Optimization exercise on an open flow, not production practice. RTL: at most simulated, not proved equivalent. Function not checked: runs 5 to 9. Power: default activity.

==> design/flow/config.mk <==
export PLATFORM = sky130hd
export DESIGN_NAME = crypt_machine
export DESIGN_NICKNAME = crypt_machine
export VERILOG_FILES = /design/flow/design.v
export SDC_FILE = /design/flow/constraint.sdc
export NUM_CORES = 4
export LEC_CHECK = 0
export CAP_MARGIN = 20
export CORE_MARGIN = 2
export CORE_UTILIZATION = 40
export SLEW_MARGIN = 20
==> design/flow/constraint.sdc <==
create_clock -name core_clock -period 12.0 [get_ports {clk}]
set_input_delay 2.4000 -clock core_clock [delete_from_list [all_inputs] [get_ports {clk}]]
set_output_delay 2.4000 -clock core_clock [all_outputs]
set_load 0.01 [all_outputs]
==> design/flow/flow/run.sh <==
#!/bin/bash
set -euo pipefail
export SETUP_SLACK_MARGIN=8.0
export BUFFER_PORTS_ARGS="-buffer_cell sky130_fd_sc_hd__buf_4"
bash standard.sh > standard.log 2>&1
==> design/flow/standard.sh <==
#!/bin/bash
# synth_recipe.tcl (not shown) runs the flow's synth.tcl, then flattens the netlist and writes it again
# the make line also repeats each setting of config.mk as NAME=value (left out here)
make -C /OpenROAD-flow-scripts/flow DESIGN_CONFIG=/design/flow/config.mk WORK_HOME=/design/flow/orfs CLKGATE_MAP_FILE= SYNTH_SCRIPT=/design/flow/synth_recipe.tcl "${@:-finish}"
==> design/flow/design.v <==
package tea_pkg;
    typedef logic [31:0] word_t;
    localparam word_t tea_delta = 32'h9e3779b9;
    function automatic logic [1023:0] sum_table();
        logic [1023:0] t;
        word_t s;
        s = '0;
        for (int j = 0; j < 32; j++) begin
            s = s + tea_delta;
            t[j*32 +: 32] = s;
        end
        sum_table = t;
    endfunction
    localparam logic [1023:0] sum_tab = sum_table();
    localparam int add_arch = 1;
    function automatic logic [32:0] add32(input word_t a, input word_t b, input logic cin);
        word_t pp, gg, p0, c;
        int    j;
        p0 = a ^ b;
        pp = p0;
        gg = a & b;
        gg[0] = gg[0] | (pp[0] & cin);
        if (add_arch == 0) begin
            for (int l = 1; l <= 5; l++) begin
                for (int i = 0; i < 32; i++) begin
                    if ((i % (1 << l)) == (1 << l) - 1) begin
                        gg[i] = gg[i] | (pp[i] & gg[i - (1 << (l - 1))]);
                        pp[i] = pp[i] & pp[i - (1 << (l - 1))];
                    end
                end
            end
            for (int l = 5; l > 0; l--) begin
                for (int i = 0; i < 32; i++) begin
                    if (i >= (1 << l) && (i % (1 << l)) == (1 << (l - 1)) - 1) begin
                        gg[i] = gg[i] | (pp[i] & gg[i - (1 << (l - 1))]);
                        pp[i] = pp[i] & pp[i - (1 << (l - 1))];
                    end
                end
            end
        end else if (add_arch == 1) begin
            for (int l = 0; l < 5; l++) begin
                for (int i = 31; i >= 0; i--) begin
                    if ((i >> l) & 1) begin
                        j = ((i >> l) << l) - 1;
                        gg[i] = gg[i] | (pp[i] & gg[j]);
                        pp[i] = pp[i] & pp[j];
                    end
                end
            end
        end else begin
            for (int l = 0; l < 5; l++) begin
                for (int i = 31; i >= 0; i--) begin
                    if (i >= (1 << l)) begin
                        gg[i] = gg[i] | (pp[i] & gg[i - (1 << l)]);
                        pp[i] = pp[i] & pp[i - (1 << l)];
                    end
                end
            end
        end
        c = {gg[30:0], cin};
        add32 = {gg[31], p0 ^ c};
    endfunction
endpackage
`timescale 1ns/1ps
module crypt_machine #(
    parameter int data_in_w = 32,
    parameter int rounds    = 32
) (
    input  logic                  clk,
    input  logic                  resetn,
    input  logic [data_in_w-1:0]  data_in,
    input  logic                  go,
    input  logic                  decrypt,
    output logic                  done,
    output tea_pkg::word_t        display
);
    typedef enum logic [2:0] {
        st_load,       
        st_load_rel,   
        st_wait_op,    
        st_run,        
        st_wait_dec,   
        st_wait_clr,   
        st_clr_rel     
    } state_t;
    state_t          state;
    logic [2:0]      widx;
    logic            dec;        
    logic [6:0]      t;          
    logic [4:0]      sidx;       
    tea_pkg::word_t  p, q;
    tea_pkg::word_t  r0, r1, r2, r3;
    tea_pkg::word_t  g;          
    logic            cin;
    tea_pkg::word_t  s;          
    logic start_enc, start_dec, start;
    assign start_enc = (state == st_wait_op) && go;
    assign start_dec = ((state == st_wait_op) && !go && decrypt) ||
                       ((state == st_wait_dec) && decrypt);
    assign start     = start_enc || start_dec;
    logic running, last;
    assign running = (state == st_run) && !done;
    assign last    = running && t[6];
    tea_pkg::word_t nw;
    logic           ovf;
    assign {ovf, nw} = tea_pkg::add32(p, g, cin);
    logic [27:0] a_x, a_y, a_z, a_s, a_c;
    logic [32:0] a_sum;
    assign a_x   = p[27:0];
    assign a_y   = g[27:0];
    assign a_z   = r0[31:4];
    assign a_s   = a_x ^ a_y ^ a_z;
    assign a_c   = (a_x & a_y) | (a_x & a_z) | (a_y & a_z);
    assign a_sum = tea_pkg::add32({4'd0, a_s}, {4'd0, a_c[26:0], cin}, 1'b0);
    tea_pkg::word_t b_s, b_c;
    logic [32:0]    b_sum;
    assign b_s   = p ^ g ^ s;
    assign b_c   = (p & g) | (p & s) | (g & s);
    assign b_sum = tea_pkg::add32(b_s, {b_c[30:0], cin}, 1'b0);
    tea_pkg::word_t c_z, c_s, c_c;
    logic [32:0]    c_sum;
    logic           c27;
    assign c_z   = {r1[26:0], 5'd0};
    assign c_s   = p ^ g ^ c_z;
    assign c_c   = (p & g) | (p & c_z) | (g & c_z);
    assign c_sum = tea_pkg::add32(c_s, {c_c[30:0], cin}, 1'b0);
    assign c27   = ovf ? (c_c[31] && c_sum[32]) : (c_c[31] || c_sum[32]);
    logic [4:0] r1_hi, r1_hi1;
    assign r1_hi  = r1[31:27];
    assign r1_hi1 = r1[31:27] + 5'd1;
    tea_pkg::word_t f_nx;
    assign f_nx = {a_sum[27:0], r0[3:0]} ^ b_sum[31:0] ^
                  {c27 ? r1_hi1 : r1_hi, c_sum[31:5]};
    logic       dec_n, m_n;
    logic [4:0] sidx_n;
    assign dec_n = start ? start_dec : (running ? dec : 1'b1);
    assign m_n   = start ? start_dec : (running && (!dec || (t[5:0] != 6'd63)));
    logic [4:0] sidx_r;
    always_comb begin
        if (!running) begin
            sidx_r = 5'd31;
        end else if (t[0] ^ dec) begin
            sidx_r = dec ? sidx - 5'd1 : sidx + 5'd1;
        end else begin
            sidx_r = sidx;
        end
    end
    assign sidx_n = start_enc ? 5'd0 : sidx_r;
    always_ff @(posedge clk) begin
        g    <= (f_nx ^ {32{dec}}) & {32{m_n}};
        cin  <= m_n && dec;
        sidx <= sidx_n;
        s    <= start_enc ? tea_pkg::tea_delta : tea_pkg::sum_tab[sidx_r*32 +: 32];
    end
    logic load_q, load_p;
    assign load_q = (state == st_load) && (widx <= 3'd1);
    assign load_p = (state == st_load_rel) && (widx == 3'd0);
    logic rot, load_r2, load_r3;
    assign rot     = start || running ||
                     ((state == st_load_rel) && !go && ((widx == 3'd3) || (widx == 3'd5)));
    assign load_r2 = (state == st_load) && ((widx == 3'd2) || (widx == 3'd4));
    assign load_r3 = (state == st_load) && ((widx == 3'd3) || (widx == 3'd5));
    always_ff @(posedge clk) begin
        if (load_q || running || start) begin
            q <= load_q ? data_in : nw;
        end
        if (load_p || running || start) begin
            p <= q;
        end
        if (rot) begin
            r0 <= r2;
            r1 <= r3;
        end
        if (rot || load_r2) begin
            r2 <= load_r2 ? data_in : r0;
        end
        if (rot || load_r3) begin
            r3 <= load_r3 ? data_in : r1;
        end
    end
    always_ff @(posedge clk) begin
        if (!resetn) begin
            state <= st_load;
            widx  <= '0;
            done  <= 1'b0;
        end else begin
            done <= last;
            case (state)
                st_load:     if (go) state <= st_load_rel;
                st_load_rel: if (!go) begin
                                 if (widx == 3'd5) begin
                                     state <= st_wait_op;
                                 end else begin
                                     state <= st_load;
                                 end
                                 widx <= widx + 3'd1;
                             end
                st_wait_op:  if (go || decrypt) state <= st_run;
                st_run:      if (done) state <= dec ? st_wait_clr : st_wait_dec;
                st_wait_dec: if (decrypt) state <= st_run;
                             else if (go) state <= st_clr_rel;
                st_wait_clr: if (go) state <= st_clr_rel;
                st_clr_rel:  if (!go) begin
                                 state <= st_load;
                                 widx  <= '0;
                             end
                default:     state <= st_load;
            endcase
        end
    end
    always_ff @(posedge clk) begin
        dec <= dec_n;
        if (start) begin
            t <= '0;
        end else if (running) begin
            t <= t + 7'd1;
        end
    end
    always_ff @(posedge clk) begin
        if (!resetn || (state == st_clr_rel)) begin
            display <= '0;
        end else if (last) begin
            display <= {nw[15:0], q[15:0]};
        end
    end
endmodule
==> impl_results.md, run 1 <==
* Die H at 224 um
* CTS tree: yes
* YS warnings at 1
* Top cell type's share of synthesized area at 30.0%
* Post-DP HPWL at 37100 um
* Worst Path Required at 12.42 ns
* GR Util All Layers at 21.1%
* Worst Hold Launch: r2[29]
* Starting Density at 40.5%
* TNS Setup at 0 ns
* Final #Nets at 2088
* Largest net degree at the start of global routing at 65
* Drt first-iter violations at 1025
* Worst reg2reg endpoint: g[20]
* Power per Cell Area at 151 nW/um^2
* Post-DR wirelength/cell at 21.2 um
* Max-Cap Viols at 0
* Reg-to-reg slack, setup at 8.13 ns
* Drt via density at 5.48
* DRT antenna net count at 0
* Reg clk slew, reported paths at 0.06 ns
* Rows at 80
* First-pass GRT wire length at 80300 um
* Worst r2r src: p[5]
* Yosys top cell by area: edfxtp_1
* Synth Register Bits at 309
* Sequential share of the synthesized area at 42.1%
* Post-Place Cells at 2368
* DRT Pass-1 Iters at 5
* Gate Count Post-Synth at 1727
* Routability Congestion at 0.887
* Area contributors post-synth: edfxtp_1 30%, dfxtp_1 12%, fa_1 11%
* Fin crit share at 32.3%
* Die width at 224 um
* Buf/Inv on CP at 1
* H-tree depth at 2
* Unique cell type count in the Yosys netlist at 76
* Clock Tree Buf Depth at 3
* Synthesized netlist net count at 2007
* Minimum clock period at 3.87 ns
* Worst vdd ir at 84.4 uV
* Core Region at 47600 sq um
* RSZ-0062 raised after global routing: yes
* Final setup skew at 0.0154 ns
* Outcome: complete, no violations
* CTS sink count at 309
* Crit Path Category: reg2reg
* Max Freq at 258 MHz
* CP Max Fanout at 4
* Most common cell in the netlist: edfxtp_1
* Final Util at 46.5%
* Post-route DRC at 0
* Diode count at 0
* Final Hold Fails at 0
* Async S/R FF share, synth at 0%
* Congestion Overflow GR at 0
* Worst skew pair latency at 0.55 ns
* Via Count at 13438
* Synth-to-Final Area Change at 14.9%
* CTS Buf Count at 37
* Initial antenna violation count at 0
* WP data arrival at 4.29 ns
* Boundary Pins at 69
* Relative slew margins at 48.6%
* CTS Root Buffer Type: clkbuf_16
* Final setup viols at 0
* Worst hold path type: reg2reg
* Least-Margin Pin Slew at 0.770 ns
* Crit path max-delay cell type: or4_1
* Hold endpoint: r0[29]
* DRT Wirelength at 52000 um
* CP cell instances: buf_4 > fa_1 > ha_1 > or4_1 > o211ai_2 > nor2_1 > a21boi_2 > fa_1 > xnor2_1 > xnor2_1 > xnor2_1 > xnor2_1 > nor2_1
* Non-Filler Instances at 2452
* Worst hold path depth at 0
* Syn Area/Cell at 11.2 sq um
* Register-to-Register Path Depth at 13
* Leak at 0.00878 uW
* Cell family with most CP delay: adder cells
* Hold buffer count at cts at 0
* EDFF count, synth at 193
* Syn Std Cell Area at 19300 sq um
* Commonest cells post-synth: 193 x edfxtp_1, 166 x xnor2_1, 161 x nand2_1
* Crit-path most repeated cell: xnor2_1
* PortBufs at 68
* Main synth FF type: edfxtp_1
* Slew Viols, Final at 0
* CP startpoint kind: flip-flop
* Type of destination of the critical path: flip-flop
* Share of layout cells above drive strength 1 at 15.8%
* Die ar. at 50000 sq um
* Vias in the first global route at 13624
* Critical path's largest stage delay at 0.60 ns
==> power by group <==
part           internal (uW)  switching (uW)  leakage (uW)
Clock                    728             468      0.000610
Sequential              1200            61.0       0.00272
Combinational            436             466       0.00545
Total                   2360             996       0.00878
==> worst max-delay path by stage <==
| stage | slack (ns) | startpoint | to | cells past startpoint |
|---|---|---|---|---|
| finish | 8.13 | p[5] | g[20] | 13 |
| global route | 7.95 | p[0] | g[13] | 17 |
| CTS | 8.01 | dec | s[22] | 11 |
| detailed placement | 6.75 | go | r1[13] | 8 |
| global placement | 6.83 | go | r1[15] | 8 |
| floorplan | 7.34 | go | r0[0] | 7 |
==> cells by family (layout without fill, tap and decap cells) <==
logic type | after synthesis | count (layout) | synth area share (%)
compound gates | 378 | 378 | 12.7
xor+xnor | 198 | 198 | 9.21
fa+ha+maj | 244 | 244 | 19.9
buf+inv | 119 | 229 | 2.37
flops | 309 | 309 | 42.1
mux | 68 | 68 | 3.95
simple gates | 411 | 411 | 9.75
==> repair_timing <==
action,in CTS,in global routing
pin swaps,0,10
setup buffers,0,16
resized for setup,20,29
endpoints found under the setup margin,219,157
==> per-stage QoR <==
step | instance area [sq um] | power [uW] | setup WS [ns] | hold WS [ns]
final | 22200 | 3360 | 8.13 | 0.414
after floorplan | 19400 | 1950 | 7.34 | 0.400
after global routing | 22200 | 3520 | 7.95 | 0.421
after detailed placement | 20500 | 2140 | 6.75 | 0.405
after global placement | 20500 | 2130 | 6.83 | 0.400
after CTS | 21900 | 3360 | 8.01 | 0.416
==> layout make-up <==
| class | instances | area (sq um) |
|---|---|---|
| clock buffers | 52 | 1060 |
| clock inverters | 16 | 214 |
| fillers | 4426 | 25500 |
| inverters | 61 | 234 |
| multi-input cells | 1299 | 11000 |
| flip-flops and latches | 309 | 8120 |
| well taps | 615 | 769 |
| repair buffers | 100 | 774 |
==> per-layer routing <==
metal	GRT usage [%]	wire (um)	up-vias
li1	-	-	6320
met1	28.7	23500	6677
met2	35.0	24500	342
met3	2.77	2450	99
met4	6.69	1570	0
met5	0	0	-
==> worst register-to-register path, stage by stage, from the launching register on <==
cell      delay (ns)
edfxtp_1        0.51
buf_4           0.20
fa_1            0.48
ha_1            0.35
or4_1           0.60
o211ai_2        0.18
nor2_1          0.10
a21boi_2        0.19
fa_1            0.45
xnor2_1         0.15
xnor2_1         0.20
xnor2_1         0.16
xnor2_1         0.14
nor2_1          0.05
==> cell usage in the layout, fill, tap and decap left out, types with 11 or more instances in the layout <==
cell	instances
a211oi_1	12
nand2_1	157
o21ai_0	57
nand3_1	16
nand4_1	11
nor2b_1	14
nor3_1	16
buf_4	96
clkbuf_16	39
o21a_1	16
edfxtp_1	193
o21ai_1	13
dfxtp_1	116
ha_1	138
nand2b_1	14
inv_1	56
mux2_2	65
a21oi_1	138
xor2_1	29
fa_1	102
a21o_1	42
xnor2_1	162
nor2_1	111
Testbench counts, summed over its fixed seeds: cycles 7,752, ops 96.
==> run 2: changes to the inputs <==
--- a/design/flow/config.mk
+++ b/design/flow/config.mk
@@ -8,4 +8,5 @@
 export CAP_MARGIN = 20
 export CORE_MARGIN = 2
 export CORE_UTILIZATION = 40
+export CTS_BUF_LIST = sky130_fd_sc_hd__clkbuf_4
 export SLEW_MARGIN = 20
==> run 2 against run 1 <==
  * Still clean on timing, DRC and antenna
  * Final cell count rose by 4.0%
  * First-iteration DRC count is 16% lower
  * Sequential share of layout area up 0.35 points
  * Flip-flop and latch count is the same
  * Highest routed layer unchanged
  * Clock power is 18% lower
  * Power down 6.5%
  * Cell area is 0.96% lower
  * Fmax fell by 0.37%
  * Combinational power fell by 1%
  * Sequential power about the same
  * Clock skew is 0.032 ns higher
==> impl_results.md, run 2 <==
* Drt via density at 5.42
* CTS tree: yes
* Leak at 0.00884 uW
* Power per Cell Area at 143 nW/um^2
* Routability Congestion at 0.887
* M1 GR Usage at 28.3%
* Fill cells at 4484
* Worst hold path type: reg2reg
* Pre-CTS WS at 6.75 ns
* Synthesized netlist net count at 2007
* Busiest layer in global routing: met2
* Post-DP HPWL at 37100 um
* Outcome: complete, no violations
* EDFF count, synth at 193
* H-tree depth at 3
* Synth-to-Final Area Change at 13.8%
* Worst setup margin at 8.11 ns
* Crit path max-delay cell type: fa_1
* Largest net degree at the start of global routing at 65
* Via Count at 13816
* Starting Density at 40.5%
* Buf/Inv on CP at 1
* Final setup skew at 0.0473 ns
* Synth Register Bits at 309
* Slew Viols, Final at 0
* Top cell type's share of synthesized area at 30.0%
* Post-route DRC at 0
* Relative slew margins at 48.2%
* Syn Area/Cell at 11.2 sq um
* Area contributors post-synth: edfxtp_1 30%, dfxtp_1 12%, fa_1 11%
* DRT Pass-1 Iters at 5
* Commonest cells post-synth: 193 x edfxtp_1, 166 x xnor2_1, 161 x nand2_1
* CTS sink count at 309
* First-pass GRT wire length at 80900 um
* Most common cell in the netlist: edfxtp_1
* Crit-path most repeated cell: xnor2_1
* Most common cell after layout, fill and taps aside: edfxtp_1
* Crit Path Category: reg2reg
* Non-Filler Instances at 2551
* DRT antenna net count at 0
* Critical path's largest stage delay at 0.52 ns
* RSZ-0062 raised after global routing: yes
* Minimum clock period at 3.89 ns
* Reg-to-reg slack, setup at 8.11 ns
* Worst Path Required at 12.69 ns
* Type of destination of the critical path: flip-flop
* Register-to-Register Path Depth at 15
* Cell family with most CP delay: adder cells
* Die width at 224 um
* Max Freq at 257 MHz
* Worst hold path depth at 0
* Worst vdd ir at 70.7 uV
* Initial antenna violation count at 2
* Congestion Overflow GR at 0
* Final Hold Fails at 0
* Final #Nets at 2140
* Reg clk slew, reported paths at 0.07 ns
* Gate Count Post-Synth at 1727
* GR met3 Demand/Resource at 4.28%
* CP startpoint kind: flip-flop
* Worst skew pair latency at 0.83 ns
* YS warnings at 1
* Boundary Pins at 69
* Levels on crit path at 15
* DRT Wirelength at 52200 um
* Most frequent cells in the layout: 193 x edfxtp_1, 163 x xnor2_1, 157 x nand2_1
* Yosys top cell by area: edfxtp_1
* Least-Margin Pin Slew at 0.777 ns
* Worst r2r src: p[0]
* Fin crit share at 32.4%
* Die ar. at 50000 sq um
* Die H at 224 um
* Unique cell type count in the Yosys netlist at 76
* TNS Setup at 0 ns
* GR Util All Layers at 21.3%
* Share of layout cells above drive strength 1 at 19.1%
* Sequential share of the synthesized area at 42.1%
* CTS Buf Count at 86
* Clock Tree Buf Depth at 3
* PortBufs at 68
* CP Max Fanout at 4
* Worst reg2reg endpoint: g[20]
* Core Region at 47600 sq um
* Worst Hold Launch: q[19]
* Hold endpoint: p[19]
* Async S/R FF share, synth at 0%
* Rows at 80
* Met2 GRT Util at 34.4%
* Post-DR wirelength/cell at 20.5 um
* Syn Std Cell Area at 19300 sq um
* Hold buffer count at cts at 0
* Max-Cap Viols at 0
* WP data arrival at 4.58 ns
* Vias in the first global route at 14051
* Final setup viols at 0
* Main synth FF type: edfxtp_1
* Drt first-iter violations at 865
* Post-Place Cells at 2368
* Total power at 3140 uW
* CTS Root Buffer Type: clkbuf_4
* CP cell instances: fa_1 > ha_1 > inv_1 > fa_2 > nor2b_2 > o31a_1 > nor3_2 > nor2_1 > a21boi_2 > fa_1 > xnor2_1 > xnor2_1 > xnor2_1 > xnor2_1 > nor2_1
==> run 2: cell types whose count changed in the layout (fill, tap and decap cells not counted), moves of 5 or more <==
cell	before	now
diode_2	0	6
clkbuf_16	39	0
clkbuf_4	0	127
buf_4	96	101
clkinv_1	4	21
clkbuf_1	9	0
==> run 2: final cells by class <==
cell class,instances,area [sq um],share of cell area (%)
Inverter,61,234,1.07
Antenna cell,6,15.0,0.0684
Sequential cell,309,8120,37.0
Clock buffer,127,953,4.34
Timing Repair Buffer,103,783,3.57
Clock inverter,31,150,0.684
Multi-Input combinational cell,1299,10900,49.8
Tap cell,615,769,3.51
==> run 2: worst max path at each step <==
stage | startpoint | endpoint | slack [ns]
after floorplan | go | r0[0] | 7.34
after global placement | go | r1[15] | 6.83
after detailed placement | go | r1[13] | 6.75
after CTS | p[1] | g[17] | 8.01
after global routing | p[0] | g[28] | 7.95
final | p[0] | g[20] | 8.11
==> run 2: metal layers <==
metal	share of wire, %	vias up
li1	-	6490
met1	45	6830
met2	47	384
met3	5.2	112
met4	3.3	0
met5	0	-
==> run 2: logic make-up (layout without fill, tap and decap cells) <==
logic type	after synthesis	after routing	share of synthesized area, %
adder cells (fa/ha/maj)	244	244	19.9
AND/OR/NAND/NOR	411	411	9.75
multiplexers	68	68	3.95
flip-flops	309	309	42.1
buffers and inverters	119	322	2.37
XOR/XNOR	198	198	9.21
AO/OA/AOI/OAI	378	378	12.7
other	0	6	0
==> run 2: power by group <==
group	switching [uW]	internal (uW)	leakage [uW]
Combinational	461	433	0.00546
Sequential	62.5	1200	0.00272
Clock	478	508	0.000668
Total	1000	2140	0.00884
==> run 2: per-stage QoR <==
step           util (%)  area [sq um]  hold WS, ns
2_1_floorplan         -         19400        0.400
3_3_place_gp       43.1         20500        0.400
3_5_place_dp       43.1         20500        0.405
4_1_cts            45.6         21700        0.390
5_1_grt            46.1         21900        0.403
6_report           46.1         21900        0.401
==> run 2: repair_timing <==
item                                    in CTS  in global routing
gates resized for setup                     14                 21
setup buffers                                3                 16
pin swaps                                    6                 11
endpoints found under the setup margin     217                 43
==> run 3: changes to the inputs <==
==> design/flow/flow/run.sh (replaced) <==
#!/bin/bash
set -euo pipefail
export SETUP_SLACK_MARGIN=8.0
export BUFFER_PORTS_ARGS="-buffer_cell sky130_fd_sc_hd__buf_2"
bash standard.sh > standard.log 2>&1
==> run 3 against run 2 <==
  * Sequential power hardly changed
  * Still clean
  * Combinational power hardly changed
  * Worst setup slack worse by 0.050 ns
  * Final cell count stayed put
  * Sequential share of layout area is 0.10 points higher
  * Clock power hardly changed
  * Highest routed layer unchanged
  * Critical endpoint is now g[28]
  * Largest power group unchanged
  * Area after synthesis stayed put
  * Global-route usage is 0.15 points lower
==> impl_results.md, run 3 <==
* Outcome: complete, no violations
* CP Max Fanout at 3
* Main synth FF type: edfxtp_1
* CP startpoint kind: flip-flop
* DRT Wirelength at 51700 um
* Post-route DRC at 0
* Share of layout cells above drive strength 1 at 20.0%
* Psw at 990 uW
* Area contributors post-synth: edfxtp_1 30%, dfxtp_1 12%, fa_1 11%
* Minimum clock period at 3.94 ns
* Most common cell after layout, fill and taps aside: edfxtp_1
* Drt via density at 5.35
* YS warnings at 1
* Pre-CTS WS at 6.73 ns
* First-pass GRT wire length at 80300 um
* CTS tree: yes
* Async S/R FF share, synth at 0%
* CTS Buf Count at 87
* CTS Root Buffer Type: clkbuf_4
* Synth Area in Compound Gates at 12.7%
* Top cell type's share of synthesized area at 30.0%
* Syn Std Cell Area at 19300 sq um
* Gate Count Post-Synth at 1727
* Logic pwr share at 28.1%
* Simple-gate area share of the yosys netlist at 9.75%
* GR Util All Layers at 21.2%
* Most common cell in the netlist: edfxtp_1
* Unique cell type count in the Yosys netlist at 76
* Mux share of post-synthesis cell area at 3.95%
* Synth-to-Final Area Change at 13.5%
* Starting Density at 40.5%
* Die ar. at 50000 sq um
* Power per Cell Area at 145 nW/um^2
* Switching Share at 31.2%
* Routability Congestion at 0.896
* Hold buffer count at cts at 0
* Leak at 0.00885 uW
* Largest net degree at the start of global routing at 65
* Max-Cap Viols at 0
* Worst vdd ir at 73.3 uV
* Via Count at 13658
* Commonest cells post-synth: 193 x edfxtp_1, 166 x xnor2_1, 161 x nand2_1
* Synth Register Bits at 309
* Final setup skew at 0.0707 ns
* Largest family of logic cells by synthesized area: adder cells
* DRT Pass-1 Iters at 5
* Post-Synth XOR/XNOR Area at 9.21%
* Area post-placement at 20400 sq um
* P_int at 2180 uW
* Synthesized netlist net count at 2007
* Clock Tree Buf Depth at 3
* Final #Nets at 2140
* RSZ-0062 raised after global routing: yes
* Sequential share of the synthesized area at 42.1%
* Most frequent cells in the layout: 193 x edfxtp_1, 161 x xnor2_1, 157 x nand2_1
* Clock power share at 32.2%
* Boundary Pins at 69
* Initial antenna violation count at 2
* WP data arrival at 4.67 ns
* Post-DP HPWL at 36700 um
* Crit Path Category: reg2reg
* EDFF count, synth at 193
* H-tree depth at 3
* Adder-cell share of the synthesized area at 19.9%
* Reg clk slew, reported paths at 0.07 ns
* DRT antenna net count at 0
* Flop pwr share at 39.7%
* PortBufs at 68
* Worst setup margin at 8.06 ns
* Post-DR wirelength/cell at 20.3 um
* Core Region at 47600 sq um
* Type of destination of the critical path: flip-flop
* Vias in the first global route at 13985
* Final Cell Area at 21900 sq um
* Least-Margin Pin Slew at 0.773 ns
* Worst hold path type: reg2reg
* Slew Viols, Final at 0
* Worst skew pair latency at 0.85 ns
* CTS sink count at 309
* TNS Setup at 0 ns
* Die width at 224 um
* Congestion Overflow GR at 0
* Die H at 224 um
* Worst Path Required at 12.73 ns
* Syn Area/Cell at 11.2 sq um
* Fin crit share at 32.8%
* Drt first-iter violations at 871
* Yosys top cell by area: edfxtp_1
* Relative slew margins at 48.4%
* Final setup viols at 0
* Rows at 80
* Final Hold Fails at 0
* Max Freq at 254 MHz
* Final Util at 45.9%
-- run 3: final cells by class --
class | count | area (sq um)
clock inverters | 16 | 86.3
well taps | 615 | 769
flip-flops and latches | 309 | 8120
inverters | 61 | 234
multi-input cells | 1299 | 11000
fillers | 4526 | 25800
diodes | 7 | 17.5
repair buffers | 102 | 619
clock buffers | 142 | 1070
-- run 3: path summary, 6_finish.rpt --
check / startpoint / endpoint / slack [ns] / cells past startpoint
min reg2reg: q[18] / p[18] / 0.39 / 0
min: q[18] / p[18] / 0.39 / 0
max reg2reg: p[0] / g[28] / 8.06 / 15
max: p[0] / g[28] / 8.06 / 15
-- run 3: logic make-up after synthesis --
logic type	Yosys count
and+or+nand+nor	411
AOI/OAI and AO/OA	378
DFF	309
adders and majority gates	244
xor gates and xnor gates	198
buffers and inverters	119
muxes	68
-- run 3: worst max-delay path: stages, from the launching register on --
cell	delay, ns
edfxtp_1	0.46
buf_4	0.18
fa_1	0.45
ha_1	0.20
inv_2	0.06
fa_2	0.23
nor2b_2	0.05
o31a_1	0.33
nor3_4	0.31
buf_4	0.19
o31ai_2	0.09
or2_1	0.29
a221oi_1	0.43
xnor2_1	0.23
o21ai_0	0.14
o31ai_1	0.20
-- run 3: power groups by stage --
stage / clock, uW / sequential (uW) / combinational, uW
floorplan: 0 / 1260 / 691
global placement: 0 / 1280 / 836
detailed placement: 0 / 1290 / 850
CTS: 1050 / 1260 / 859
global route: 1110 / 1270 / 984
finish: 1020 / 1260 / 892
-- run 3: metrics by stage --
stage | power (uW) | hold slack, ns | cells
2_1_floorplan | 1950 | 0.400 | 1727
3_3_place_gp | 2120 | 0.401 | 2368
3_5_place_dp | 2140 | 0.405 | 2368
4_1_cts | 3180 | 0.365 | 2529
5_1_grt | 3360 | 0.373 | 2550
6_report | 3170 | 0.387 | 2551
-- run 3: layer usage --
metal  part of all wire, %  up-vias  GRT usage [%]  wire length [um]
met2                    46      390           34.0             23800
met3                   5.7      100           4.29              2950
met1                    45     6691           28.4             23500
li1                      -     6477              -                 -
met4                   2.9        0           7.61              1510
met5                     0        -              0                 0
-- run 3: timing repair --
item                                    in CTS  in global routing
resized for setup                           11                 41
endpoints found under the setup margin     219                163
pin swaps                                    4                 25
buffers inserted                             3                 15
cloned                                       0                  0
==> run 4: changes to the inputs <==
==> design/flow/flow/run.sh (replaced) <==
#!/bin/bash
set -euo pipefail
export SETUP_SLACK_MARGIN=8.0
export BUFFER_PORTS_ARGS="-buffer_cell sky130_fd_sc_hd__buf_4"
bash standard.sh > standard.log 2>&1
--- a/design/flow/config.mk
+++ b/design/flow/config.mk
@@ -7,6 +7,6 @@
 export LEC_CHECK = 0
 export CAP_MARGIN = 20
 export CORE_MARGIN = 2
-export CORE_UTILIZATION = 40
-export CTS_BUF_LIST = sky130_fd_sc_hd__clkbuf_4
+export CORE_UTILIZATION = 55
+export CTS_BUF_LIST = sky130_fd_sc_hd__clkbuf_8
 export SLEW_MARGIN = 20
==> run 4 against run 3 <==
  * Clock skew is 0.032 ns lower
  * Core utilization rose by 18 points
  * Critical path depth is 5 lower
  * Die area is 27% lower
  * Still clean
  * Routed wire length rose by 0.75%
  * Sequential power about the same
  * Largest cell class unchanged
==> impl_results.md, run 4 <==
* Post-Place Cells at 2210
* Syn Area/Cell at 11.2 sq um
* Reg clk slew, reported paths at 0.06 ns
* Post-DP HPWL at 37500 um
* Fill cells at 2838
* DRT Wirelength at 52100 um
* DRT Pass-1 Iters at 5
* Type of destination of the critical path: flip-flop
* Share of layout cells above drive strength 1 at 17.5%
* Sequential share of the synthesized area at 42.1%
* Core Region at 34500 sq um
* First-pass GRT wire length at 78100 um
* PortBufs at 68
* Worst vdd ir at 109 uV
* Most common cell in the netlist: edfxtp_1
* Synth-to-Final Area Change at 13.6%
* Worst hold path type: reg2reg
* H-tree depth at 2
* Drt first-iter violations at 1014
* CP Max Fanout at 20
* Starting Density at 55.8%
* Fin crit share at 32.9%
* Synth Register Bits at 309
* Yosys top cell by area: edfxtp_1
* Post-route DRC at 0
* Unique cell type count in the Yosys netlist at 76
* CTS Root Buffer Type: clkbuf_8
* CP startpoint kind: input pin
* Minimum clock period at 3.95 ns
* Max-Cap Viols at 0
* Area contributors post-synth: edfxtp_1 30%, dfxtp_1 12%, fa_1 11%
* Routability Congestion at 0.883
* Gate Count Post-Synth at 1727
* Final setup skew at 0.0390 ns
* Worst Path Required at 12.35 ns
* Vias in the first global route at 13110
* WP data arrival at 4.30 ns
* Clock Tree Buf Depth at 3
* Post-DR wirelength/cell at 22.4 um
* Most frequent cells in the layout: 193 x edfxtp_1, 157 x nand2_1, 155 x xnor2_1
* TNS Setup at 0 ns
* Final Util at 63.5%
* Top cell type's share of synthesized area at 30.0%
* Via Count at 13492
* DRT antenna net count at 0
* Power per Cell Area at 143 nW/um^2
* Final Hold Fails at 0
* Final #Nets at 2112
* Die ar. at 36600 sq um
* Crit Path Category: in2reg
* Die width at 191 um
* CTS tree: yes
* Congestion Overflow GR at 0
* GR Util All Layers at 28.9%
* Hold slack final at 0.398 ns
* Initial antenna violation count at 0
* Slew Viols, Final at 0
* Leak at 0.00885 uW
* Most common cell after layout, fill and taps aside: edfxtp_1
* Rows at 68
* Max Freq at 253 MHz
* Syn Std Cell Area at 19300 sq um
* Final setup viols at 0
* Largest net degree at the start of global routing at 37
* Non-Filler Instances at 2329
* Boundary Pins at 69
* YS warnings at 1
* RSZ-0062 raised after global routing: yes
* Relative slew margins at 31.5%
* Drt via density at 5.79
* Commonest cells post-synth: 193 x edfxtp_1, 166 x xnor2_1, 161 x nand2_1
* EDFF count, synth at 193
* Hold buffer count at cts at 0
* Outcome: complete, no violations
* CTS sink count at 309
* Synthesized netlist net count at 2007
* Worst skew pair latency at 0.64 ns
* Diode count at 0
* Die H at 191 um
* Async S/R FF share, synth at 0%
* Least-Margin Pin Slew at 1.02 ns
* Main synth FF type: edfxtp_1
* CTS Buf Count at 51
-- run 4: worst paths after layout --
| check | startpoint | slack (ns) | cells past startpoint | to |
|---|---|---|---|---|
| worst max-delay path | go | 8.05 | 10 | r2[13] |
| worst min-delay path | r2[12] | 0.40 | 0 | r0[12] |
| worst max register to register | p[0] | 8.09 | 18 | g[13] |
| worst min register to register | r2[12] | 0.40 | 0 | r0[12] |
-- run 4: what timing repair did --
item                                    CTS  global route
cloned                                    1             1
resized for setup                        23            48
pin swaps                                12            28
endpoints found under the setup margin  107           139
buffers inserted                         11            11
-- run 4: per-stage QoR --
stage / instance area [sq um] / setup slack, ns / total power, uW
final: 21900 / 8.05 / 3140
after global routing: 21900 / 7.89 / 3300
after CTS: 21600 / 7.93 / 3120
after detailed placement: 20400 / 6.66 / 2150
after global placement: 20300 / 6.75 / 2130
after floorplan: 19400 / 7.34 / 1950
-- run 4: logic make-up after synthesis --
family / synth area share, %
fa+ha+maj: 19.9
flops: 42.1
xor+xnor: 9.21
mux: 3.95
buf+inv: 2.37
simple gates: 9.75
compound gates: 12.7
-- run 4: power by group --
part           internal, uW  leakage (uW)  switching, uW
clock                   507      0.000598            446
sequential             1200       0.00272           63.1
combinational           452       0.00554            473
total                  2150       0.00885            982
-- run 4: final cells by class --
cell class | instances | area, sq um | share of cell area [%]
clock buffer | 58 | 798 | 3.64
clock inverter | 37 | 236 | 1.08
inverter | 61 | 238 | 1.08
multi-input combinational | 1299 | 11100 | 50.4
sequential | 309 | 8120 | 37.0
tap | 455 | 569 | 2.60
timing repair buffer | 108 | 890 | 4.06
timing repair inverter | 2 | 12.5 | 0.0571
-- run 4: worst max-delay path, cell delays in order --
cell      delay (ns)
buf_4           0.14
nand2_1         0.09
nor3_1          0.06
buf_4           0.19
inv_1           0.32
nand2b_4        0.15
a211oi_4        0.27
buf_12          0.17
o21ai_4         0.19
buf_12          0.25
-- run 4: layer usage --
layer	global-route usage [%]	up-vias	wire, um
met5	0	-	0
met4	9.67	0	1340
li1	-	6358	-
met2	46.5	407	24600
met1	39.8	6649	23500
met3	4.87	78	2740
==> run 5: changes to the inputs <==
--- a/design/flow/design.v
+++ b/design/flow/design.v
@@ -135,22 +135,22 @@
     logic [4:0] sidx_n;
     assign dec_n = start ? start_dec : (running ? dec : 1'b1);
     assign m_n   = start ? start_dec : (running && (!dec || (t[5:0] != 6'd63)));
-    logic [4:0] sidx_r;
     always_comb begin
-        if (!running) begin
-            sidx_r = 5'd31;
+        if (start_enc) begin
+            sidx_n = 5'd0;
+        end else if (start_dec || !running) begin
+            sidx_n = 5'd31;
         end else if (t[0] ^ dec) begin
-            sidx_r = dec ? sidx - 5'd1 : sidx + 5'd1;
+            sidx_n = dec ? sidx - 5'd1 : sidx + 5'd1;
         end else begin
-            sidx_r = sidx;
-        end
-    end
-    assign sidx_n = start_enc ? 5'd0 : sidx_r;
+            sidx_n = sidx;
+        end
+    end
     always_ff @(posedge clk) begin
         g    <= (f_nx ^ {32{dec}}) & {32{m_n}};
         cin  <= m_n && dec;
         sidx <= sidx_n;
-        s    <= start_enc ? tea_pkg::tea_delta : tea_pkg::sum_tab[sidx_r*32 +: 32];
+        s    <= tea_pkg::sum_tab[sidx_n*32 +: 32];
     end
     logic load_q, load_p;
     assign load_q = (state == st_load) && (widx <= 3'd1);
--- a/design/flow/config.mk
+++ b/design/flow/config.mk
@@ -7,6 +7,5 @@
 export LEC_CHECK = 0
 export CAP_MARGIN = 20
 export CORE_MARGIN = 2
-export CORE_UTILIZATION = 55
-export CTS_BUF_LIST = sky130_fd_sc_hd__clkbuf_8
+export CORE_UTILIZATION = 40
 export SLEW_MARGIN = 20
==> run 5 against run 4 <==
  * Core utilization fell by 16 points
  * Combinational power fell by 5.3%
  * Clock-buffer cell count fell by 12
  * First-iteration DRC count fell by 16%
  * Hold slack improved by 0.0097 ns
==> impl_results.md, run 5 <==
* Syn Std Cell Area at 19200 sq um
* DRT Pass-1 Iters at 5
* Most frequent cells in the layout: 193 x edfxtp_1, 170 x nand2_1, 169 x xnor2_1
* DRT Wirelength at 52300 um
* YS warnings at 1
* Final Util at 47.7%
* Busiest layer in global routing: met2
* Synth Register Bits at 309
* M1 GR Usage at 28.4%
* Gate Count Post-Synth at 1737
* Vias in the first global route at 13455
* Top cell type's share of synthesized area at 30.1%
* Most common cell in the netlist: edfxtp_1
* DRT antenna net count at 0
* TNS Setup at 0 ns
* Power per Cell Area at 143 nW/um^2
* Cell family with most CP delay: compound AO/OA/AOI/OAI gates
* CP startpoint kind: flip-flop
* Type of destination of the critical path: flip-flop
* Largest net degree at the start of global routing at 35
* Main synth FF type: edfxtp_1
* PortBufs at 68
* Congestion Overflow GR at 0
* Crit-path most repeated cell: buf_4
* Most common cell after layout, fill and taps aside: edfxtp_1
* Routability Congestion at 0.870
* WP data arrival at 4.43 ns
* Die ar. at 49900 sq um
* Critical path's largest stage delay at 0.53 ns
* Drt first-iter violations at 848
* Register-to-Register Path Depth at 15
* Async S/R FF share, synth at 0%
* Final setup skew at 0.0355 ns
* CTS Buf Count at 37
* Post-route DRC at 0
* Post-DR wirelength/cell at 20.8 um
* Relative slew margins at 38.9%
* Simple-gate area share of the yosys netlist at 9.26%
* Worst Path Required at 12.45 ns
* Worst hold path type: reg2reg
* Area contributors post-synth: edfxtp_1 30%, dfxtp_1 12%, fa_1 11%
* RSZ-0062 raised after global routing: yes
* Mux share of post-synthesis cell area at 4.29%
* Worst r2r src: p[0]
* CP Max Fanout at 3
* Multi-input logic area at 11100 sq um
* H-tree depth at 2
* CP cell instances: buf_4 > fa_1 > ha_1 > inv_1 > fa_2 > nand2b_4 > a21o_1 > a31oi_4 > a41oi_4 > o31a_1 > o211ai_2 > buf_4 > a31oi_1 > xnor2_1 > mux2_2
* Largest family of logic cells by synthesized area: adder cells
* Crit path capture: g[30]
* Crit Path Category: reg2reg
* Worst skew pair latency at 0.59 ns
* Max-Cap Viols at 0
* Crit path max-delay cell type: fa_1
* Least-Margin Pin Slew at 0.916 ns
* Final setup viols at 0
* Fill cells at 4363
* Slew Viols, Final at 0
* Final #Nets at 2148
* Yosys top cell by area: edfxtp_1
* Fin crit share at 33.2%
* Rows at 80
* Met2 GRT Util at 35.3%
* Minimum clock period at 3.98 ns
* Diode count at 0
* Core Region at 47600 sq um
* Post-DP HPWL at 36800 um
* Die width at 223 um
* Post-Synth XOR/XNOR Area at 9.36%
* Final Hold Fails at 0
* Worst hold path depth at 0
* Unique cell type count in the Yosys netlist at 73
* GR met3 Demand/Resource at 2.70%
* Reg clk slew, reported paths at 0.06 ns
* Syn Area/Cell at 11.1 sq um
* Sequential share of the synthesized area at 42.2%
* Worst setup startpoint: p[0]
* Worst vdd ir at 94.3 uV
* Area post-placement at 20500 sq um
* GR Util All Layers at 21.0%
* Leak at 0.00891 uW
* Starting Density at 40.4%
* Synth Area in Compound Gates at 12.0%
* Worst reg2reg endpoint: g[30]
* Synth-to-Final Area Change at 18.0%
* First-pass GRT wire length at 79700 um
* CTS Root Buffer Type: clkbuf_16
* Adder-cell share of the synthesized area at 20.2%
* Reg-to-reg slack, setup at 8.02 ns
* Clock Tree Buf Depth at 3
* Final Cell Area at 22700 sq um
* Max Freq at 251 MHz
* Share of layout cells above drive strength 1 at 19.8%
* Outcome: complete, no violations
* Boundary Pins at 69
* Levels on crit path at 15
* Commonest cells post-synth: 193 x edfxtp_1, 178 x nand2_1, 178 x xnor2_1
* Reg area at 8120 sq um
* EDFF count, synth at 193
* Die H at 223 um
* Drt via density at 5.36
* Initial antenna violation count at 0
* CTS tree: yes
* Synthesized netlist net count at 2020
* Via Count at 13460
* Buf/Inv on CP at 3
* CTS sink count at 309
-- run 5: worst min path at each step --
stage	start	end	slack, ns
floorplan	q[16]	p[16]	0.40
finish	q[26]	p[26]	0.41
global route	r3[12]	r1[12]	0.41
CTS	q[26]	p[26]	0.41
detailed placement	q[17]	p[17]	0.40
global placement	r3[3]	r1[3]	0.40
-- run 5: timing repair --
action	4_1_cts	5_1_grt
cloned	3	1
endpoints found under the hold margin	0	0
endpoints found under the setup margin	128	84
hold buffers	0	0
pin swaps	23	26
gates resized for setup	49	42
setup buffers	27	36
-- run 5: cell type report --
type,count,area share [%]
flip-flops and latches,309,35.8
repair inverters,3,0.0992
clock buffers,46,4.40
repair buffers,149,5.16
clock inverters,22,0.871
inverters,69,1.26
multi-input cells,1296,49.1
well taps,615,3.39
-- run 5: through the flow --
step	setup slack [ns]	instances	hold slack, ns	total power [uW]
after CTS	7.98	2472	0.412	3250
after global placement	6.65	2374	0.400	2070
final	8.02	2509	0.408	3260
after global routing	7.86	2509	0.410	3410
after detailed placement	6.63	2374	0.405	2080
after floorplan	7.28	1737	0.400	1910
-- run 5: cell families after synthesis --
kind of cell               after synthesis
AOI/OAI and AO/OA                      367
buffers and inverters                  133
and+or+nand+nor                        402
xor gates and xnor gates               204
DFF                                    309
adders and majority gates              248
muxes                                   74
-- run 5: report_power, final --
part           switching, uW  internal, uW  leakage, uW
clock network            486           643     0.000585
logic                    442           434      0.00561
registers               57.1          1190      0.00272
-- run 5: layer usage --
metal	up-vias	share of wire (%)
met5	-	0
met4	0	2.4
met3	82	4.0
met2	325	48
met1	6652	46
li1	6401	-
==> run 6: changes to the inputs <==
==> design/flow/flow/run.sh (replaced) <==
#!/bin/bash
set -euo pipefail
export SETUP_SLACK_MARGIN=8.0
bash standard.sh > standard.log 2>&1
==> run 6 against run 5 <==
  * Die area unchanged
  * Combinational power decreased by 1%
  * Area after synthesis did not move
  * Highest routed layer unchanged
  * Clock skew down 0.0097 ns
  * Clock-buffer cell count decreased by 1
  * Sequential share of layout area fell by 0.49 points
  * Critical path type is now in2reg
==> impl_results.md, run 6 <==
* First-pass GRT wire length at 79400 um
* Adder-cell share of the synthesized area at 20.2%
* Max Freq at 252 MHz
* M1 GR Usage at 27.9%
* Crit Path Category: in2reg
* Worst Path Required at 12.30 ns
* Psw at 968 uW
* Hold slack final at 0.412 ns
* GR Util All Layers at 21.0%
* Register-to-Register Path Depth at 12
* RSZ-0062 raised after global routing: yes
* Gate Count Post-Synth at 1737
* Reg-to-reg slack, setup at 8.07 ns
* Congestion Overflow GR at 0
* Share of layout cells above drive strength 1 at 16.0%
* Area post-placement at 20700 sq um
* Die width at 223 um
* Syn Std Cell Area at 19200 sq um
* Via Count at 13445
* Post-DP HPWL at 36800 um
* Hold endpoint: r0[23]
* Syn Area/Cell at 11.1 sq um
* Main synth FF type: edfxtp_1
* Met2 GRT Util at 35.2%
* Post-DR wirelength/cell at 20.7 um
* CTS sink count at 309
* Final Hold Fails at 0
* Core Region at 47600 sq um
* Post-Synth XOR/XNOR Area at 9.36%
* Diode count at 0
* Hold buffer count at cts at 0
* Vias in the first global route at 13212
* Type of destination of the critical path: flip-flop
* YS warnings at 1
* Reg clk slew, reported paths at 0.06 ns
* Most common cell after layout, fill and taps aside: edfxtp_1
* WP data arrival at 4.27 ns
* CP cell instances: clkdlybuf4s50_1 > nor2b_1 > o21a_1 > or2_4 > a211oi_4 > buf_12 > clkinvlp_4 > buf_12
* Crit path max-delay cell type: clkdlybuf4s50_1
* P_int at 2380 uW
* Synth-to-Final Area Change at 19.7%
* Clock power share at 36.9%
* Synthesized netlist net count at 2020
* CTS Root Buffer Type: clkbuf_16
* Most common cell in the netlist: edfxtp_1
* Clock Tree Buf Depth at 3
* CP startpoint kind: input pin
* Logic pwr share at 25.8%
* Worst r2r src: p[7]
* Worst hold path type: reg2reg
* Max-Cap Viols at 0
* Area contributors post-synth: edfxtp_1 30%, dfxtp_1 12%, fa_1 11%
* Power per Cell Area at 145 nW/um^2
* Worst Hold Launch: r2[23]
* Final setup skew at 0.0258 ns
* Non-Filler Instances at 2513
* DRT Pass-1 Iters at 4
* CTS Buf Count at 37
* Least-Margin Pin Slew at 1.10 ns
* Slew Viols, Final at 0
* Switching Share at 28.9%
* Synth Area in Compound Gates at 12.0%
* DRT Wirelength at 52100 um
* Post-Place Cells at 2374
* CTS tree: yes
* Routability Congestion at 0.896
* Crit-path most repeated cell: buf_12
* CP Max Fanout at 31
* Critical path's largest stage delay at 0.44 ns
* TNS Setup at 0 ns
* Die H at 223 um
* EDFF count, synth at 193
* Final Cell Area at 23000 sq um
* Die ar. at 49900 sq um
* DRT antenna net count at 0
* Largest net degree at the start of global routing at 35
* Simple-gate area share of the yosys netlist at 9.26%
* Worst vdd ir at 89.1 uV
* Top cell type's share of synthesized area at 30.1%
* Worst skew pair latency at 0.56 ns
* Buf/Inv on CP at 4
* Fin crit share at 33.1%
* Boundary Pins at 69
* Post-route DRC at 0
* Cell family with most CP delay: buffers and inverters
* Worst reg2reg endpoint: g[30]
* Drt first-iter violations at 819
* Synth Register Bits at 309
* Leak at 0.00889 uW
* Unique cell type count in the Yosys netlist at 73
* Flop pwr share at 37.3%
* Most frequent cells in the layout: 193 x edfxtp_1, 173 x xnor2_1, 170 x nand2_1
* Commonest cells post-synth: 193 x edfxtp_1, 178 x nand2_1, 178 x xnor2_1
* Sequential share of the synthesized area at 42.2%
* Worst hold path depth at 0
* Outcome: complete, no violations
* PortBufs at 68
* Final setup viols at 0
* Yosys top cell by area: edfxtp_1
* Rows at 80
* Mux share of post-synthesis cell area at 4.29%
* GR met3 Demand/Resource at 3.67%
* Starting Density at 40.4%
* Total power at 3350 uW
* Final #Nets at 2154
* Minimum clock period at 3.97 ns
* Largest family of logic cells by synthesized area: adder cells
* Relative slew margins at 26.6%
* H-tree depth at 2
* Async S/R FF share, synth at 0%
* Busiest layer in global routing: met2
* Drt via density at 5.35
* Initial antenna violation count at 0
run 6: stage by stage:
step	worst slack [ns]	utilization (%)
finish	8.03	48.3
global route	7.91	48.3
CTS	8.00	47.4
detailed placement	6.03	43.4
global placement	6.03	43.4
floorplan	7.28	-
run 6: what timing repair did:
item,in CTS,in global routing
buffers inserted,39,30
pin swaps,15,30
cloned,3,1
setup endpoints to repair,237,135
gates resized for setup,56,37
run 6: worst reg2reg max path, delay by kind of cell, from the launching register on:
kind	cells	cell delay (ns)
AOI/OAI and AO/OA	3	0.79
adders and majority gates	3	1.17
buffers and inverters	1	0.22
DFF	1	0.51
muxes	1	0.29
and+or+nand+nor	4	0.81
run 6: logic make-up after synthesis:
logic type / count (synthesis)
multiplexers: 74
buffers and inverters: 133
AND/OR/NAND/NOR: 402
AO/OA/AOI/OAI: 367
XOR/XNOR: 204
adder cells (fa/ha/maj): 248
flip-flops: 309
run 6: final cells by class:
class                           instances  area (sq um)
Timing Repair Buffer                  155          1420
Sequential cell                       309          8120
Timing Repair inverter                  4          31.3
Clock buffer                           45          1050
Multi-Input combinational cell       1295         11100
Clock inverter                         21           289
Inverter                               69           290
Tap cell                              615           769
Fill cell                            4348         24600
run 6: power groups by stage:
stage          clock network, uW  logic [uW]  registers, uW
3_3_place_gp                   0         794           1280
5_1_grt                     1310         952           1260
2_1_floorplan                  0         656           1250
3_5_place_dp                   0         804           1280
4_1_cts                     1270         827           1260
6_report                    1240         863           1250
run 6: how the worst max path moves through the flow:
| stage | cells after the start | startpoint | slack, ns | to |
|---|---|---|---|---|
| 2_1_floorplan | 7 | go | 7.28 | r0[0] |
| 3_3_place_gp | 11 | go | 6.03 | s[17] |
| 3_5_place_dp | 11 | go | 6.03 | s[17] |
| 4_1_cts | 13 | p[5] | 8.00 | g[30] |
| 5_1_grt | 15 | p[0] | 7.91 | g[30] |
| 6_report | 8 | decrypt | 8.03 | r1[3] |
run 6: per-layer routing:
metal | share of wire (%) | wire, um
met3 | 4.1 | 2160
met4 | 2.6 | 1360
met1 | 45 | 23600
met5 | 0 | 0
met2 | 48 | 25000
==> run 7: changes to the inputs <==
==> design/flow/flow/run.sh (replaced) <==
#!/bin/bash
set -euo pipefail
export SETUP_SLACK_MARGIN=8.6
bash standard.sh > standard.log 2>&1
==> run 7 against run 6 <==
  * Final cell count is 5.3% higher
  * Highest routed layer unchanged
  * Largest power group unchanged
  * Still clean on timing, DRC and antenna
  * First-iteration DRC count rose by 2.1%
  * Routed wire length grew 12%
  * Power fell by 0.95%
==> impl_results.md, run 7 <==
* Outcome: complete, no violations
* Final #Nets at 2287
* Main synth FF type: edfxtp_1
* CP Max Fanout at 3
* Vias in the first global route at 14421
* Largest net degree at the start of global routing at 35
* Most common cell after layout, fill and taps aside: edfxtp_1
* Worst skew pair latency at 0.56 ns
* Final setup skew at 0.0232 ns
* Max Freq at 256 MHz
* Top cell type's share of synthesized area at 30.1%
* CTS tree: yes
* Leak at 0.00997 uW
* Type of destination of the critical path: flip-flop
* DRT Wirelength at 58600 um
* Reg clk slew, reported paths at 0.06 ns
* Share of layout cells above drive strength 1 at 30.7%
* First-pass GRT wire length at 87600 um
* Yosys top cell by area: edfxtp_1
* RSZ-0062 raised after global routing: yes
* DRT Pass-1 Iters at 6
* TNS Setup at 0 ns
* Power per Cell Area at 130 nW/um^2
* Via Count at 14344
* Most frequent cells in the layout: 193 x edfxtp_1, 164 x xnor2_1, 158 x nand2_1
* Crit path max-delay cell type: fa_1
* Crit Path Category: reg2reg
* Worst hold path type: reg2reg
* Post-Place Cells at 2372
* Congestion Overflow GR at 0
* Buf/Inv on CP at 2
* CP startpoint kind: flip-flop
* Rows at 80
* EDFF count, synth at 193
* YS warnings at 1
* CP cell instances: fa_1 > ha_2 > inv_2 > fa_2 > nor2b_4 > o2111ai_4 > a31oi_4 > a2111oi_4 > buf_4 > o21ai_4 > a221o_2 > a21oi_2 > xnor2_1 > xnor2_1 > mux2_2
* CTS Buf Count at 37
* Max-Cap Viols at 0
* Post-DR wirelength/cell at 22.1 um
* WP data arrival at 4.36 ns
* Die width at 223 um
* Crit-path most repeated cell: xnor2_1
* Area contributors post-synth: edfxtp_1 30%, dfxtp_1 12%, fa_1 11%
* Most common cell in the netlist: edfxtp_1
* Syn Area/Cell at 11.1 sq um
* Drt via density at 5.42
* Syn Std Cell Area at 19200 sq um
* PortBufs at 68
* Commonest cells post-synth: 193 x edfxtp_1, 178 x nand2_1, 178 x xnor2_1
* Diode count at 0
* Relative slew margins at 28.8%
* Die ar. at 49900 sq um
* CTS sink count at 309
* Starting Density at 40.4%
* Least-Margin Pin Slew at 1.06 ns
* Critical path's largest stage delay at 0.52 ns
* Gate Count Post-Synth at 1737
* Routability Congestion at 0.880
* GR Util All Layers at 23.3%
* Synthesized netlist net count at 2020
* Post-route DRC at 0
* Boundary Pins at 69
* Final setup viols at 0
* Worst Path Required at 12.45 ns
* Synth-to-Final Area Change at 32.6%
* Die H at 223 um
* Worst vdd ir at 100 uV
* Unique cell type count in the Yosys netlist at 73
* Minimum clock period at 3.91 ns
* Non-Filler Instances at 2647
* H-tree depth at 2
* Clock Tree Buf Depth at 3
* Core Region at 47600 sq um
* Final Hold Fails at 0
* Drt first-iter violations at 836
* DRT antenna net count at 0
* Slew Viols, Final at 0
* Post-DP HPWL at 37200 um
* Fin crit share at 32.6%
* CTS Root Buffer Type: clkbuf_16
* Async S/R FF share, synth at 0%
* Cell family with most CP delay: compound AO/OA/AOI/OAI gates
* Sequential share of the synthesized area at 42.2%
* Initial antenna violation count at 0
* Synth Register Bits at 309
[run 7: per-layer routing]
layer | vias to the layer above | wire length [um] | track usage (%)
li1 | 6716 | - | -
met1 | 7117 | 25400 | 30.8
met2 | 404 | 28200 | 39.1
met3 | 107 | 2950 | 3.74
met4 | 0 | 1940 | 7.63
met5 | - | 0 | 0
[run 7: cell type report]
class / instances / area (sq um)
clock inverters: 18 / 138
multi-input cells: 1300 / 12000
clock buffers: 49 / 1000
flip-flops and latches: 309 / 8170
repair buffers: 282 / 3140
well taps: 615 / 769
fillers: 3988 / 22100
inverters: 69 / 298
repair inverters: 5 / 36.3
[run 7: power by group]
| part | internal (uW) | switching, uW |
|---|---|---|
| sequential | 1190 | 50.8 |
| clock | 613 | 474 |
| combinational | 495 | 492 |
[run 7: logic make-up (layout without fill, tap and decap cells)]
group / count (synthesis) / in the layout / share of synthesized area, %
AOI/OAI and AO/OA: 367 / 367 / 12.0
xor gates and xnor gates: 204 / 204 / 9.36
adders and majority gates: 248 / 248 / 20.2
buffers and inverters: 133 / 423 / 2.64
DFF: 309 / 309 / 42.2
muxes: 74 / 74 / 4.29
and+or+nand+nor: 402 / 407 / 9.26
[run 7: path summary, 6_finish.rpt]
| check | startpoint | to | slack (ns) | depth (start not counted) |
|---|---|---|---|---|
| setup / recovery | p[0] | g[30] | 8.09 | 15 |
| hold / removal | r3[7] | r1[7] | 0.42 | 0 |
| setup reg to reg | p[0] | g[30] | 8.09 | 15 |
| hold reg to reg | r3[7] | r1[7] | 0.42 | 0 |
[run 7: stage by stage]
| step | total power [uW] | instance area [sq um] | hold slack, ns | util [%] | setup WS (ns) |
|---|---|---|---|---|---|
| after CTS | 3280 | 24700 | 0.415 | 51.8 | 8.07 |
| after global placement | 2070 | 20700 | 0.400 | 43.4 | 5.56 |
| final | 3320 | 25500 | 0.417 | 53.5 | 8.09 |
| after global routing | 3480 | 25500 | 0.418 | 53.5 | 7.99 |
| after floorplan | 1910 | 19400 | 0.400 | - | 7.28 |
| after detailed placement | 2090 | 20700 | 0.405 | 43.4 | 5.50 |
[run 7: timing repair]
action | CTS | global route
hold buffers | 0 | 0
resized for setup | 499 | 99
endpoints found under the setup margin | 327 | 310
buffers inserted | 147 | 37
pin swaps | 138 | 83
hold endpoints to repair | 0 | 0
gates cloned | 21 | 3
==> run 8: changes to the inputs <==
==> design/flow/flow/run.sh (replaced) <==
#!/bin/bash
set -euo pipefail
export SETUP_SLACK_MARGIN=7.5
bash standard.sh > standard.log 2>&1
==> run 8 against run 7 <==
  * Still clean
  * Die area did not move
  * Routed wire length fell by 13%
  * Sequential share of layout area rose by 4.7 points
  * Fmax fell by 12%
  * Highest routed layer unchanged
==> impl_results.md, run 8 <==
* Final setup skew at 0.0163 ns
* CTS Buf Count at 37
* Area contributors post-synth: edfxtp_1 30%, dfxtp_1 12%, fa_1 11%
* YS warnings at 1
* Async S/R FF share, synth at 0%
* GR Util All Layers at 20.9%
* DRT Wirelength at 50900 um
* Die H at 223 um
* Synth-to-Final Area Change at 15.0%
* Largest net degree at the start of global routing at 37
* P_int at 2280 uW
* Post-DP HPWL at 37000 um
* Main synth FF type: edfxtp_1
* Hold buffer count at cts at 0
* Starting Density at 40.4%
* Crit Path Category: in2reg
* CP cell instances: clkdlybuf4s15_2 > nand2_2 > nor3_2 > buf_4 > clkinvlp_4 > buf_12 > nand2_2 > inv_1 > ha_1 > nand2_1 > o21ai_0 > a221oi_1 > a21oi_1
* Final Cell Area at 22100 sq um
* Syn Area/Cell at 11.1 sq um
* Slew Viols, Final at 0
* Flop pwr share at 39.2%
* Least-Margin Pin Slew at 0.919 ns
* Worst skew pair latency at 0.55 ns
* Critical path's largest stage delay at 0.36 ns
* Final setup viols at 0
* Via Count at 13051
* Most frequent cells in the layout: 193 x edfxtp_1, 178 x xnor2_1, 170 x nand2_1
* Worst hold path type: reg2reg
* Clock power share at 35.8%
* Post-route DRC at 0
* WP data arrival at 4.83 ns
* H-tree depth at 2
* Initial antenna violation count at 0
* Worst hold path depth at 0
* Minimum clock period at 4.43 ns
* Levels on crit path at 13
* Final Hold Fails at 0
* TNS Setup at 0 ns
* Switching Share at 29.2%
* Relative slew margins at 38.7%
* Pre-CTS WS at 6.09 ns
* Congestion Overflow GR at 0
* Worst reg2reg endpoint: g[30]
* Fin crit share at 36.9%
* Synth Register Bits at 309
* RSZ-0062 raised after global routing: yes
* Final #Nets at 2097
* DRT antenna net count at 0
* Area post-placement at 20700 sq um
* Clock Tree Buf Depth at 3
* EDFF count, synth at 193
* Crit-path most repeated cell: nand2_2
* Diode count at 0
* CP startpoint kind: input pin
* Met2 WL at 24200 um
* CTS Root Buffer Type: clkbuf_16
* Most common cell after layout, fill and taps aside: edfxtp_1
* Vias in the first global route at 13222
* Crit path max-delay cell type: ha_1
* CTS sink count at 309
* Cell family with most CP delay: buffers and inverters
* Psw at 937 uW
* Unique cell type count in the Yosys netlist at 73
* Die width at 223 um
* Reg clk slew, reported paths at 0.06 ns
* Worst Path Required at 12.41 ns
* Yosys top cell by area: edfxtp_1
* Routability Congestion at 0.891
* Post-Route M1 WL at 23000 um
* Power per Cell Area at 145 nW/um^2
* Reg-to-reg slack, setup at 7.77 ns
* Routed length on met3 at 2070 um
* Worst vdd ir at 93.5 uV
* First-pass GRT wire length at 79200 um
* PortBufs at 68
* Commonest cells post-synth: 193 x edfxtp_1, 178 x nand2_1, 178 x xnor2_1
* Die ar. at 49900 sq um
* Most common cell in the netlist: edfxtp_1
* Worst setup margin at 7.57 ns
* Logic pwr share at 25.1%
* CP Max Fanout at 10
* Core Region at 47600 sq um
* Top cell type's share of synthesized area at 30.1%
* Post-DR wirelength/cell at 20.7 um
* Hold endpoint: p[16]
* Register-to-Register Path Depth at 14
* Outcome: complete, no violations
* Buf/Inv on CP at 5
* Type of destination of the critical path: flip-flop
* Max-Cap Viols at 0
* CTS tree: yes
* Fill cells at 4405
* Drt first-iter violations at 806
* Synthesized netlist net count at 2020
* Leak at 0.00847 uW
* Gate Count Post-Synth at 1737
* Rows at 80
* Sequential share of the synthesized area at 42.2%
* Max Freq at 226 MHz
* Worst Hold Launch: q[16]
* Boundary Pins at 69
* Worst r2r src: p[0]
* Syn Std Cell Area at 19200 sq um
* Top Metal Used: met4
* DRT Pass-1 Iters at 5
* Drt via density at 5.31
* Share of layout cells above drive strength 1 at 11.7%
run 8: power by group through the flow:
stage / combinational [uW] / sequential (uW) / clock [uW]
final: 806 / 1260 / 1150
after global routing: 895 / 1270 / 1220
after CTS: 810 / 1260 / 1180
after detailed placement: 805 / 1280 / 0
after global placement: 795 / 1280 / 0
after floorplan: 655 / 1250 / 0
run 8: area by class of cell:
cell class	count	area, sq um	share of cell area [%]
multi-input cells	1295	10800	48.7
inverters	69	279	1.26
repair buffers	99	940	4.25
clock buffers	50	1060	4.78
well taps	615	769	3.48
repair inverters	3	20.0	0.0905
flip-flops and latches	309	8120	36.7
clock inverters	18	178	0.803
run 8: timing repair:
item / 4_1_cts / 5_1_grt
gates resized for setup: 20 / 9
endpoints found under the setup margin: 146 / 17
pin swaps: 1 / 0
buffers inserted: 5 / 7
cloned: 3 / 0
run 8: worst max path at each step:
stage | startpoint | slack (ns) | to
after floorplan | go | 7.28 | r0[0]
after global placement | go | 6.10 | s[9]
after detailed placement | go | 6.09 | s[9]
after CTS | go | 7.58 | s[9]
after global routing | go | 7.45 | s[19]
final | go | 7.57 | s[19]
run 8: kinds of logic (layout without fill, tap and decap cells):
family / after synthesis / in the layout / share of synthesized area (%)
XOR/XNOR: 204 / 204 / 9.36
AND/OR/NAND/NOR: 402 / 402 / 9.26
AO/OA/AOI/OAI: 367 / 367 / 12.0
buffers and inverters: 133 / 239 / 2.64
multiplexers: 74 / 74 / 4.29
flip-flops: 309 / 309 / 42.2
adder cells (fa/ha/maj): 248 / 248 / 20.2
run 8: through the flow:
step | total power (uW) | hold WS [ns] | instances | util (%)
after detailed placement | 2090 | 0.405 | 2375 | 43.4
final | 3210 | 0.415 | 2458 | 46.4
after CTS | 3250 | 0.414 | 2451 | 46.2
after global routing | 3380 | 0.418 | 2458 | 46.4
after floorplan | 1910 | 0.400 | 1737 | -
after global placement | 2070 | 0.400 | 2375 | 43.4
run 8: layer usage:
| metal | vias up | global-route usage (%) |
|---|---|---|
| met3 | 80 | 2.71 |
| li1 | 6313 | - |
| met5 | - | 0 |
| met4 | 0 | 7.16 |
| met2 | 273 | 35.2 |
| met1 | 6385 | 27.9 |
==> run 9: changes to the inputs <==
==> design/flow/flow/run.sh (replaced) <==
#!/bin/bash
set -euo pipefail
export SETUP_SLACK_MARGIN=7.0
bash standard.sh > standard.log 2>&1
==> run 9 against run 8 <==
  * Still clean on timing, DRC and antenna
  * Clock power about the same
  * Area after synthesis unchanged
  * Flip-flop and latch count unchanged
  * Core utilization down 0.29 points
  * Routed wire length down 0.35%
  * Non-clock buffer count down 7
  * Critical path depth down 1
  * Final cell count down 0.41%
  * Cell area down 0.63%
  * Register-to-register slack worse by 0.02 ns
  * Critical endpoint unchanged
  * Largest cell class unchanged
==> impl_results.md, run 9 <==
* Commonest cells post-synth: 193 x edfxtp_1, 178 x nand2_1, 178 x xnor2_1
* Die ar. at 49900 sq um
* H-tree depth at 2
* Most frequent cells in the layout: 193 x edfxtp_1, 178 x xnor2_1, 173 x nand2_1
* Final Hold Fails at 0
* Max Freq at 223 MHz
* Critical path's largest stage delay at 0.36 ns
* Max-Cap Viols at 0
* YS warnings at 1
* Leak at 0.00844 uW
* Reg clk slew, reported paths at 0.06 ns
* Final setup viols at 0
* CTS tree: yes
* RSZ-0062 raised after global routing: no
* Crit Path Category: in2reg
* Non-Filler Instances at 2448
* Drt first-iter violations at 868
* Psw at 941 uW
* Synth Register Bits at 309
* Yosys top cell by area: edfxtp_1
* Sequential share of the synthesized area at 42.2%
* Worst vdd ir at 96.4 uV
* Async S/R FF share, synth at 0%
* Gate Count Post-Synth at 1737
* PortBufs at 68
* Post-route DRC at 0
* Synthesized netlist net count at 2020
* Rows at 80
* Type of destination of the critical path: flip-flop
* Syn Area/Cell at 11.1 sq um
* Worst hold path depth at 0
* Minimum clock period at 4.49 ns
* Diode count at 0
* Starting Density at 40.4%
* CP startpoint kind: input pin
* Worst Path Required at 12.41 ns
* Final setup skew at 0.0167 ns
* Synth-to-Final Area Change at 14.3%
* Logic pwr share at 25.1%
* Power per Cell Area at 146 nW/um^2
* Most common cell after layout, fill and taps aside: edfxtp_1
* Top cell type's share of synthesized area at 30.1%
* First-pass GRT wire length at 78100 um
* Routability Congestion at 0.868
* Via Count at 13153
* Post-DR wirelength/cell at 20.7 um
* Outcome: complete, no violations
* P_int at 2270 uW
* Core Region at 47600 sq um
* Fin crit share at 37.4%
* Slew Viols, Final at 0
* Relative slew margins at 37.9%
* Flop pwr share at 39.2%
* Drt via density at 5.37
* Unique cell type count in the Yosys netlist at 73
* Post-Place Cells at 2372
* CP Max Fanout at 10
* Total power at 3210 uW
* Vias in the first global route at 13176
* Area contributors post-synth: edfxtp_1 30%, dfxtp_1 12%, fa_1 11%
* Share of layout cells above drive strength 1 at 10.6%
* Post-DP HPWL at 36700 um
* WP data arrival at 4.90 ns
* Largest net degree at the start of global routing at 37
* Switching Share at 29.3%
* Clock power share at 35.7%
* Worst skew pair latency at 0.55 ns
* Initial antenna violation count at 0
* CTS sink count at 309
* Crit path max-delay cell type: ha_1
* Congestion Overflow GR at 0
## run 9: cell counts after synthesis
No cell type changed its count.
## run 9: cell type report
class / instances / area, sq um / area share (%)
inverters: 69 / 275 / 1.25
well taps: 615 / 769 / 3.50
clock inverters: 14 / 168 / 0.762
repair inverters: 3 / 20.0 / 0.0910
flip-flops and latches: 309 / 8120 / 36.9
repair buffers: 92 / 871 / 3.96
multi-input cells: 1295 / 10700 / 48.7
clock buffers: 51 / 1050 / 4.78
## run 9: repair_timing
item | CTS | global route
buffers inserted | 1 | 6
hold buffers | 0 | 0
cloned | 1 | 2
setup endpoints to repair | 86 | 52
resized for setup | 11 | 9
pin swaps | 0 | 1
## run 9: path summary, 6_finish.rpt
kind	from	endpoint	slack, ns
setup / recovery	go	s[19]	7.51
hold / removal	r2[13]	r0[13]	0.41
setup reg to reg	p[2]	g[30]	7.75
hold reg to reg	r2[13]	r0[13]	0.41
## run 9: cell families (layout without fill, tap and decap cells)
family	after synthesis	in the layout	synth area share, %
AND/OR/NAND/NOR	402	402	9.26
AO/OA/AOI/OAI	367	367	12.0
flip-flops	309	309	42.2
adder cells (fa/ha/maj)	248	248	20.2
XOR/XNOR	204	204	9.36
buffers and inverters	133	229	2.64
multiplexers	74	74	4.29
## run 9: metal layers
layer,global-route usage (%),part of all wire (%),up-vias
met1,27.6,45,6459
met2,34.0,47,320
met3,3.16,4.6,89
li1,-,-,6285
met4,6.88,3.2,0
met5,0,0,-
## run 9: power groups by stage
stage          logic [uW]  clock network (uW)  registers [uW]
2_1_floorplan         654                   0            1250
3_3_place_gp          790                   0            1280
3_5_place_dp          804                   0            1280
4_1_cts               809                1170            1260
5_1_grt               898                1210            1270
6_report              806                1150            1260
## run 9: critical path, delay by kind of cell
kind / cells / cell delay (ns)
simple gates: 5 / 0.86
fa+ha+maj: 1 / 0.36
compound gates: 2 / 0.43
buf+inv: 4 / 0.85
## run 9: through the flow
stage / util [%] / hold slack, ns / instance area, sq um / setup WS (ns)
after floorplan: - / 0.400 / 19300 / 7.01
after global placement: 43.3 / 0.400 / 20600 / 6.04
after detailed placement: 43.3 / 0.405 / 20600 / 5.95
after CTS: 46.0 / 0.414 / 21900 / 6.99
after global routing: 46.2 / 0.420 / 22000 / 7.32
final: 46.2 / 0.413 / 22000 / 7.51
